Context: an optimization exercise on an open-source flow, tuned for small area and few clock cycles. The choices shown serve that exercise and are no tape-out recipe. In this exercise RTL edits were held to simulation tests only and were not proved equivalent to the original. No activity file was given, so power comes from the tool's default toggle rates.

[design/flow/constraint.sdc]
create_clock -name core_clock -period 7.0 [get_ports {clk}]
set_input_delay 1.4000 -clock core_clock [delete_from_list [all_inputs] [get_ports {clk}]]
set_output_delay 1.4000 -clock core_clock [all_outputs]
set_load 0.01 [all_outputs]
[design/flow/run.sh]
#!/bin/bash
# synth_recipe.tcl (not shown) runs the flow's synth.tcl, then flattens the netlist and writes it again
# the make line also repeats each setting of config.mk as NAME=value (left out here)
make -C /OpenROAD-flow-scripts/flow DESIGN_CONFIG=/design/flow/config.mk WORK_HOME=/design/flow/orfs CLKGATE_MAP_FILE= SYNTH_SCRIPT=/design/flow/synth_recipe.tcl finish
[design/flow/design.v]
`default_nettype none
package wbps_pkg;
    localparam int PATTERN_MAX_DEF = 128;
    localparam int ADDR_W          = 48;
    localparam int COUNT_W         = 16;
    localparam int LEN_W           = 8;
    localparam int IDX_W           = 7;
    localparam int BYTE_W          = 8;
    localparam int CFG_IDX_W       = 1;
    localparam int GROUP           = 16;     
    localparam logic [1:0] ACT_LOAD    = 2'd0;
    localparam logic [1:0] ACT_RESTART = 2'd1;
    localparam logic [1:0] ACT_DATA    = 2'd2;
    localparam logic [CFG_IDX_W-1:0] CFG_PATTERN_LENGTH = 1'b0;
    localparam logic [CFG_IDX_W-1:0] CFG_SCAN_END       = 1'b1;
    localparam logic [LEN_W-1:0]   LEN_RESET = 8'd1;
    localparam logic [ADDR_W-1:0]  END_RESET = {ADDR_W{1'b1}};
    localparam logic [COUNT_W-1:0] COUNT_MAX = {COUNT_W{1'b1}};
    typedef struct packed {
        logic [1:0]        action;
        logic [IDX_W-1:0]  entry_index;
        logic [BYTE_W-1:0] entry_value;
        logic              entry_wildcard;
        logic [ADDR_W-1:0] region_start;
        logic [BYTE_W-1:0] data_byte;
    } scan_item_t;
    typedef struct packed {
        logic               match_found;
        logic [ADDR_W-1:0]  match_address;
        logic [COUNT_W-1:0] match_total;
        logic               single_match;
    } scan_result_t;
    typedef struct packed {
        logic              wild;
        logic [BYTE_W-1:0] value;
    } pat_entry_t;
    typedef struct packed {
        logic       shift;       
        logic       rotate;      
        pat_entry_t entry;       
    } cell_ctl_t;
    typedef struct packed {
        logic              cand;     
        logic [ADDR_W-1:0] addr;     
    } side_t;
endpackage
`default_nettype wire
`default_nettype none
module wbps_cell (
    input  wire logic                        clk,
    input  wire wbps_pkg::cell_ctl_t         ctl,
    input  wire logic                        load_en,
    input  wire logic                        active,
    input  wire logic [wbps_pkg::BYTE_W-1:0] win_in,
    input  wire wbps_pkg::pat_entry_t        pat_in,
    output logic      [wbps_pkg::BYTE_W-1:0] win_out,
    output wbps_pkg::pat_entry_t             pat_out,
    output logic                             hit
);
    logic [wbps_pkg::BYTE_W-1:0] win_reg;
    wbps_pkg::pat_entry_t        pat_reg;
    logic                        hit_reg;
    logic                        hit_next;
    assign hit_next = !active || pat_reg.wild || (win_in == pat_reg.value);
    always_ff @(posedge clk)
    begin
        if (ctl.shift)
        begin
            win_reg <= win_in;
            hit_reg <= hit_next;
        end
        if (load_en)
        begin
            pat_reg <= ctl.entry;
        end
        else if (ctl.rotate)
        begin
            pat_reg <= pat_in;
        end
    end
    assign win_out = win_reg;
    assign pat_out = pat_reg;
    assign hit     = hit_reg;
endmodule
`default_nettype wire
`default_nettype none
module wbps_reduce #(
    parameter int N = wbps_pkg::PATTERN_MAX_DEF
) (
    input  wire logic                  clk,
    input  wire logic                  en,
    input  wire logic [N-1:0]          hits,
    output logic [(N + wbps_pkg::GROUP - 1) / wbps_pkg::GROUP - 1:0] groups
);
    localparam int NG = (N + wbps_pkg::GROUP - 1) / wbps_pkg::GROUP;
    logic [NG-1:0] grp_reg;
    logic [NG-1:0] grp_next;
    for (genvar g = 0; g < NG; g++)
    begin : g_grp
        localparam int LO = g * wbps_pkg::GROUP;
        localparam int HI = ((LO + wbps_pkg::GROUP) < N) ? (LO + wbps_pkg::GROUP - 1) : (N - 1);
        assign grp_next[g] = &hits[HI:LO];
    end
    always_ff @(posedge clk)
    begin
        if (en)
        begin
            grp_reg <= grp_next;
        end
    end
    assign groups = grp_reg;
endmodule
`default_nettype wire
`default_nettype none
module wildcard_byte_pattern_scanner #(
    parameter int PATTERN_MAX = wbps_pkg::PATTERN_MAX_DEF
) (
    input  wire logic                           clk,
    input  wire logic                           rst_n,
    input  wire logic                           item_valid,
    output logic                                item_stall,
    input  wire wbps_pkg::scan_item_t           item,
    output logic                                result_valid,
    input  wire logic                           result_stall,
    output wbps_pkg::scan_result_t              result,
    input  wire logic                           cfg_valid,
    output logic                                cfg_ready,
    input  wire logic [wbps_pkg::CFG_IDX_W-1:0] cfg_index,
    input  wire logic [wbps_pkg::ADDR_W-1:0]    cfg_data
);
    localparam int PW = (PATTERN_MAX > 1) ? $clog2(PATTERN_MAX) : 1;
    localparam int BW = $clog2(PATTERN_MAX + 1);
    localparam int DW = ((PW > wbps_pkg::IDX_W) ? PW : wbps_pkg::IDX_W) + 1;
    localparam int NG = (PATTERN_MAX + wbps_pkg::GROUP - 1) / wbps_pkg::GROUP;
    localparam logic [8:0]    N_LEN   = 9'(PATTERN_MAX);
    localparam logic [PW-1:0] OFF_MAX = PW'(PATTERN_MAX - 1);
    localparam logic [BW-1:0] BIR_MAX = BW'(PATTERN_MAX);
    localparam logic [DW-1:0] N_D     = DW'(PATTERN_MAX);
    logic [wbps_pkg::LEN_W-1:0]   plen_reg;
    logic [wbps_pkg::ADDR_W-1:0]  end_reg;
    logic [PW-1:0]                rot_reg, rot_next;
    logic [wbps_pkg::ADDR_W-1:0]  addr_reg, addr_next;
    logic [BW-1:0]                bir_reg, bir_next;
    logic [wbps_pkg::COUNT_W-1:0] cnt_reg, cnt_next;
    logic                  s1_vld_reg, s2_vld_reg, out_vld_reg;
    wbps_pkg::side_t       side1_reg, side1_next, side2_reg;
    wbps_pkg::scan_result_t result_reg, result_next;
    logic [NG-1:0]         groups;
    logic       adv, rot_busy, item_acc, cfg_acc;
    logic [8:0] eff_len;
    logic [PW-1:0] off_tgt;
    logic       pass, shift, full, load_go, fin_found;
    logic [BW-1:0] bir_inc;
    logic [DW-1:0] pos_d;
    logic [PW-1:0] wr_pos;
    wbps_pkg::cell_ctl_t ctl;
    always_comb
    begin
        if (plen_reg == '0)
            eff_len = 9'd1;
        else if ({1'b0, plen_reg} > N_LEN)
            eff_len = N_LEN;
        else
            eff_len = {1'b0, plen_reg};
        off_tgt = PW'(eff_len - 9'd1);
    end
    assign rot_busy   = (rot_reg != off_tgt);
    assign adv        = !out_vld_reg || !result_stall;
    assign item_stall = rot_busy || !adv;
    assign item_acc   = item_valid && !item_stall;
    assign cfg_ready  = !rot_busy;
    assign cfg_acc    = cfg_valid && cfg_ready;
    assign pass    = (addr_reg < end_reg);
    assign shift   = item_acc && (item.action == wbps_pkg::ACT_DATA) && pass;
    assign bir_inc = (bir_reg == BIR_MAX) ? bir_reg : bir_reg + 1'b1;
    assign full    = (bir_inc > BW'(rot_reg));
    always_comb
    begin
        pos_d = DW'(rot_reg) - DW'(item.entry_index);
        if (pos_d[DW-1])
            pos_d = pos_d + N_D;
        wr_pos = pos_d[PW-1:0];
    end
    assign load_go = item_acc && (item.action == wbps_pkg::ACT_LOAD)
                     && (DW'(item.entry_index) < N_D);
    assign ctl.shift        = shift;
    assign ctl.rotate       = rot_busy;
    assign ctl.entry.wild   = item.entry_wildcard;
    assign ctl.entry.value  = item.entry_value;
    assign rot_next = (rot_reg == OFF_MAX) ? '0 : rot_reg + 1'b1;
    logic [wbps_pkg::BYTE_W-1:0] win   [PATTERN_MAX];
    logic [wbps_pkg::BYTE_W:0]   pat   [PATTERN_MAX];
    logic [PATTERN_MAX-1:0]      hits;
    for (genvar k = 0; k < PATTERN_MAX; k++)
    begin : g_cell
        logic [wbps_pkg::BYTE_W-1:0] w_in;
        wbps_pkg::pat_entry_t        p_in;
        if (k == 0)
        begin : g_head
            assign w_in = item.data_byte;
            assign p_in = pat[PATTERN_MAX-1];
        end
        else
        begin : g_body
            assign w_in = win[k-1];
            assign p_in = pat[k-1];
        end
        wbps_cell u_cell (
            .clk     (clk),
            .ctl     (ctl),
            .load_en (load_go && (wr_pos == PW'(k))),
            .active  (PW'(k) <= rot_reg),
            .win_in  (w_in),
            .pat_in  (p_in),
            .win_out (win[k]),
            .pat_out (pat[k]),
            .hit     (hits[k])
        );
    end
    wbps_reduce #(
        .N (PATTERN_MAX)
    ) u_reduce (
        .clk    (clk),
        .en     (adv),
        .hits   (hits),
        .groups (groups)
    );
    always_comb
    begin
        addr_next = addr_reg;
        bir_next  = bir_reg;
        if (item_acc)
        begin
            unique case (item.action)
                wbps_pkg::ACT_RESTART:
                begin
                    addr_next = item.region_start;
                    bir_next  = '0;
                end
                wbps_pkg::ACT_DATA:
                begin
                    if (pass)
                    begin
                        addr_next = addr_reg + 1'b1;
                        bir_next  = bir_inc;
                    end
                end
                default:
                begin
                    addr_next = addr_reg;
                end
            endcase
        end
    end
    always_comb
    begin
        side1_next.cand = shift && full;
        side1_next.addr = (shift && full)
                          ? addr_reg - wbps_pkg::ADDR_W'(rot_reg) : '0;
    end
    assign fin_found = side2_reg.cand && (&groups);
    always_comb
    begin
        cnt_next = cnt_reg;
        if (adv && s2_vld_reg && fin_found && (cnt_reg != wbps_pkg::COUNT_MAX))
            cnt_next = cnt_reg + 1'b1;
        result_next.match_found   = fin_found;
        result_next.match_address = fin_found ? side2_reg.addr : '0;
        result_next.match_total   = cnt_next;
        result_next.single_match  = (cnt_next == wbps_pkg::COUNT_W'(1));
    end
    always_ff @(posedge clk or negedge rst_n)
    begin
        if (!rst_n)
        begin
            plen_reg    <= wbps_pkg::LEN_RESET;
            end_reg     <= wbps_pkg::END_RESET;
            rot_reg     <= '0;
            addr_reg    <= '0;
            bir_reg     <= '0;
            cnt_reg     <= '0;
            s1_vld_reg  <= 1'b0;
            s2_vld_reg  <= 1'b0;
            out_vld_reg <= 1'b0;
        end
        else
        begin
            if (cfg_acc)
            begin
                unique case (cfg_index)
                    wbps_pkg::CFG_PATTERN_LENGTH: plen_reg <= cfg_data[wbps_pkg::LEN_W-1:0];
                    wbps_pkg::CFG_SCAN_END:       end_reg  <= cfg_data;
                    default:                      end_reg  <= end_reg;
                endcase
            end
            if (rot_busy)
            begin
                rot_reg <= rot_next;
            end
            addr_reg <= addr_next;
            bir_reg  <= bir_next;
            cnt_reg  <= cnt_next;
            if (adv)
            begin
                s1_vld_reg  <= item_acc;
                s2_vld_reg  <= s1_vld_reg;
                out_vld_reg <= s2_vld_reg;
            end
        end
    end
    always_ff @(posedge clk)
    begin
        if (adv)
        begin
            side1_reg  <= side1_next;
            side2_reg  <= side1_reg;
            result_reg <= result_next;
        end
    end
    assign result_valid = out_vld_reg;
    assign result       = result_reg;
endmodule
`default_nettype wire
[design/flow/config.mk]
export PLATFORM = sky130hd
export DESIGN_NAME = wildcard_byte_pattern_scanner
export DESIGN_NICKNAME = wildcard_byte_pattern_scanner
export VERILOG_FILES = /design/flow/design.v
export SDC_FILE = /design/flow/constraint.sdc
export NUM_CORES = 4
export LEC_CHECK = 0
export CAP_MARGIN = 20
export CORE_MARGIN = 2
export CORE_UTILIZATION = 40
export SLEW_MARGIN = 20
==> flow_metrics.py <==
metrics = {
    "timing": {
        "finClkSkew_ns": 0.0842,
        "clock.fmax_mhz": 153,
        "worst_pin_slew_ns": 1.16,
        "slew_headroom": 0.225,
        "fin_crit_sh": 0.933,
        "tns_ns": 0,
        "rsz0062_at_grt": "false",
        "final.min_clock_period_ns": 6.53,
        "setup_viol_count_final": 0,
        "slew_violations": 0,
        "final_hold_viol_count": 0,
    },
    "floorplan": {
        "core_um2": 291000,
        "die-area_um2": 298000,
        "row_count": 198,
        "ios": 197,
        "start_util": 0.403,
        "fp.dieW_um": 545,
        "die_h_um": 545,
    },
    "cts": {
        "cts.clk_slew.worst_paths_ns": 0.06,
        "cts_buffers": 287,
        "cts_buffer_depth": 4,
        "insertion_delay_ns": 0.87,
        "cts_tree": "built",
        "htree_levels": 5,
        "post_cts.repair.setup_buffers": 0,
        "cts-root-buf": "clkbuf_16",
        "cts_hold_repair.buffers": 0,
        "postCtsResizedCells": 0,
        "cts.sinks": 2606,
    },
    "critical_path": {
        "slowest_stage": "or4_1",
        "max_stage_delay_ns": 0.60,
        "path_cells": "or4_1 > a2bb2oi_1 > ha_1 > nand4bb_1 > a21oi_1 > o21a_1 > nor3_1 > nand3_4 > inv_8 > nand2_1 > clkdlybuf4s50_1",
        "worstSetupEndpointType": "output port",
        "critical_path_class": "reg -> out",
        "path_max_fanout": 36,
        "arrival_ns": 5.13,
        "cp.required_ns": 5.60,
        "startpoint_type": "flop",
    },
    "power_and_ir_drop": {
        "p_leak_nw": 40.5,
        "pwr-share-clk": 0.362,
        "power_w": 0.0406,
        "combPwrFrac": 0.172,
        "p_sw_frac": 0.297,
        "seq_power_share": 0.465,
        "peakVddDrop_uv": 279,
        "power.switching_w": 0.0120,
        "powerDensity_nw_per_um2": 303,
        "p_int_w": 0.0285,
    },
    "yosys": {
        "ys_top_cells_by_area": "edfxtp_1, mux2_4, xnor2_1",
        "netlist_instances": 7118,
        "synth_area_um2": 117000,
        "synth.yosys.seq_area_share": 0.662,
        "synth-edff-count": 2468,
        "synth_flop_cell": "edfxtp_1",
        "syn_nets": 7324,
        "synth_cell_types": 80,
        "synthArstFlopShare": 0.0530,
        "ys_warn_count": 5,
        "synth_seq_cells": 2606,
        "yosysTopAreaCell": "edfxtp_1",
        "synth.top_cell.area_share": 0.632,
        "avgSynthCellArea_um2": 16.5,
    },
    "layout": {
        "fin_nets": 7729,
        "layoutNonFillerInstCount": 11600,
        "layout-area-overhead-vs-synth_pct": 14.3,
        "largest_reg_flops": 1152,
        "num-fill-cells": 24900,
        "final_cell_mix": "edfxtp_1, xnor2_1, mux2_2",
        "drive_above_1_share": 0.270,
        "final_common_cell": "edfxtp_1",
    },
    "placed_design": {
        "dp.cells": 11100,
        "hpwl_mm": 207,
        "gp_congestion": 0.853,
        "port_buffers": 196,
    },
    "run": {
        "max_cap_violations": 0,
    },
    "grt": {
        "grt_pass1_vias": 65500,
        "grt_pass1_wl_mm": 455,
        "gr-usage-all-layers": 0.205,
        "antenna_found_initial": 15,
        "grt_max_degree": 119,
        "grt_overflow": 0,
    },
    "worst_hold_path": {
        "holdCritPathClass": "reg -> reg",
    },
    "route": {
        "finalWirelength_mm": 312,
        "routedWlPerCell_um": 26.8,
        "drcViolationCount": 0,
        "num_vias": 63900,
        "viasPerCell": 5.48,
        "antenna_left": 0,
        "first_iter_violations": 6075,
        "first_pass_iters": 5,
    },
    "outcome": {
        "status": "complete, no violations",
    },
}
-- stage by stage --
| stage | utilization | setup WS (ns) | area (µm²) | hold WS [ns] |
|---|---|---|---|---|
| floorplan | - | -13.25 | 117000 | 0.400 |
| global route | 0.460 | 0.210 | 134000 | 0.421 |
| detailed placement | 0.429 | 0.661 | 125000 | 0.405 |
| global placement | 0.429 | 0.773 | 125000 | 0.401 |
| finish | 0.460 | 0.469 | 134000 | 0.412 |
| CTS | 0.460 | 0.364 | 134000 | 0.416 |
-- cell families after synthesis --
| group | Yosys count | synth area share |
|---|---|---|
| DFF | 2606 | 0.662 |
| buffers and inverters | 395 | 0.0135 |
| xor gates and xnor gates | 1098 | 0.0821 |
| and+or+nand+nor | 1215 | 0.0697 |
| muxes | 1219 | 0.136 |
| AOI/OAI and AO/OA | 507 | 0.0280 |
| adders and majority gates | 78 | 0.00845 |
-- cell usage after synthesis (all sizes together), types with 114 or more instances --
cell type and instances:
a21oi 114, clkbuf 253, edfxtp 2468, mux2 1214, nand2 143, nand4 271
nor2 139, nor3 150, nor4 157, o21ai 158, xnor2 861, xor2 237
-- critical path, delay by kind of cell (launching register included) --
kind	cells	cell delay, ns
buffers and inverters	2	1.12
DFF	1	0.46
and+or+nand+nor	5	1.93
adders and majority gates	1	0.26
AOI/OAI and AO/OA	3	0.47
-- layer usage --
metal | GRT usage | vias to the layer above | wire length (µm)
met5 | 0 | - | 35
met2 | 0.327 | 2243 | 144000
li1 | - | 28000 | -
met1 | 0.284 | 33000 | 137000
met4 | 0.0659 | 6 | 10700
met3 | 0.0338 | 543 | 20600
-- area by class of cell --
cell class | count | area, µm² | area share
Clock buffer | 345 | 7550 | 0.0563
Sequential cell | 2606 | 77600 | 0.579
Inverter | 82 | 319 | 0.00238
Clock inverter | 163 | 1440 | 0.0107
Multi-Input combinational cell | 4117 | 38200 | 0.285
Tap cell | 3900 | 4880 | 0.0364
Antenna cell | 4 | 10.0 | 0.0000747
Timing Repair Buffer | 429 | 4010 | 0.0299
-- path summary, 6_finish.rpt --
check | start | to | slack [ns] | cells after the start
worst min-delay path | side1_reg[9] | side2_reg[9] | 0.41 | 0
min in group asynchronous | rst_n | addr_reg[19] | 0.60 | 1
max in group asynchronous | rst_n | cnt_reg[10] | 4.89 | 2
worst max-delay path | plen_reg[4] | item_stall | 0.47 | 11
worst min register to register | side1_reg[9] | side2_reg[9] | 0.41 | 0
worst max register to register | plen_reg[4] | end_reg[41] | 1.20 | 13
-- power by group through the flow --
stage          combinational, W  sequential [W]  clock, W
2_1_floorplan           0.00405          0.0189         0
6_report                0.00699          0.0189    0.0147
3_3_place_gp            0.00682          0.0192         0
5_1_grt                 0.00736          0.0189    0.0156
4_1_cts                 0.00696          0.0189    0.0150
3_5_place_dp            0.00693          0.0192         0
Testbench counts, summed over its fixed seeds: cycles 51,030.

afterwards: timing with drivers on the ports:
In the flow no input, the clock included, has a driving cell. The finished layout below was timed again as built, in two steps. Step 1: set_driving_cell puts a clkbuf_16 on clk and a buf_2 on each other input, an assumption about the parent block. Step 2 moves the port delays by t, midway between the first and last clock arrival at a register: inputs arrive t later, outputs are due t later. That takes back most of the time a late clock gives input paths. Three values: ideal, step 1, step 2; two values: the first two.
shift t [ns]: 0.927
slack for setup (ns): 0.469 / 0.372 / 0.621
worst hold slack (ns): 0.412 / 0.412 / 0.412
After both steps this run still meets setup and hold. For this run, drivers alone change the setup slack by -0.097 ns; drivers and shift together by +0.152 ns.
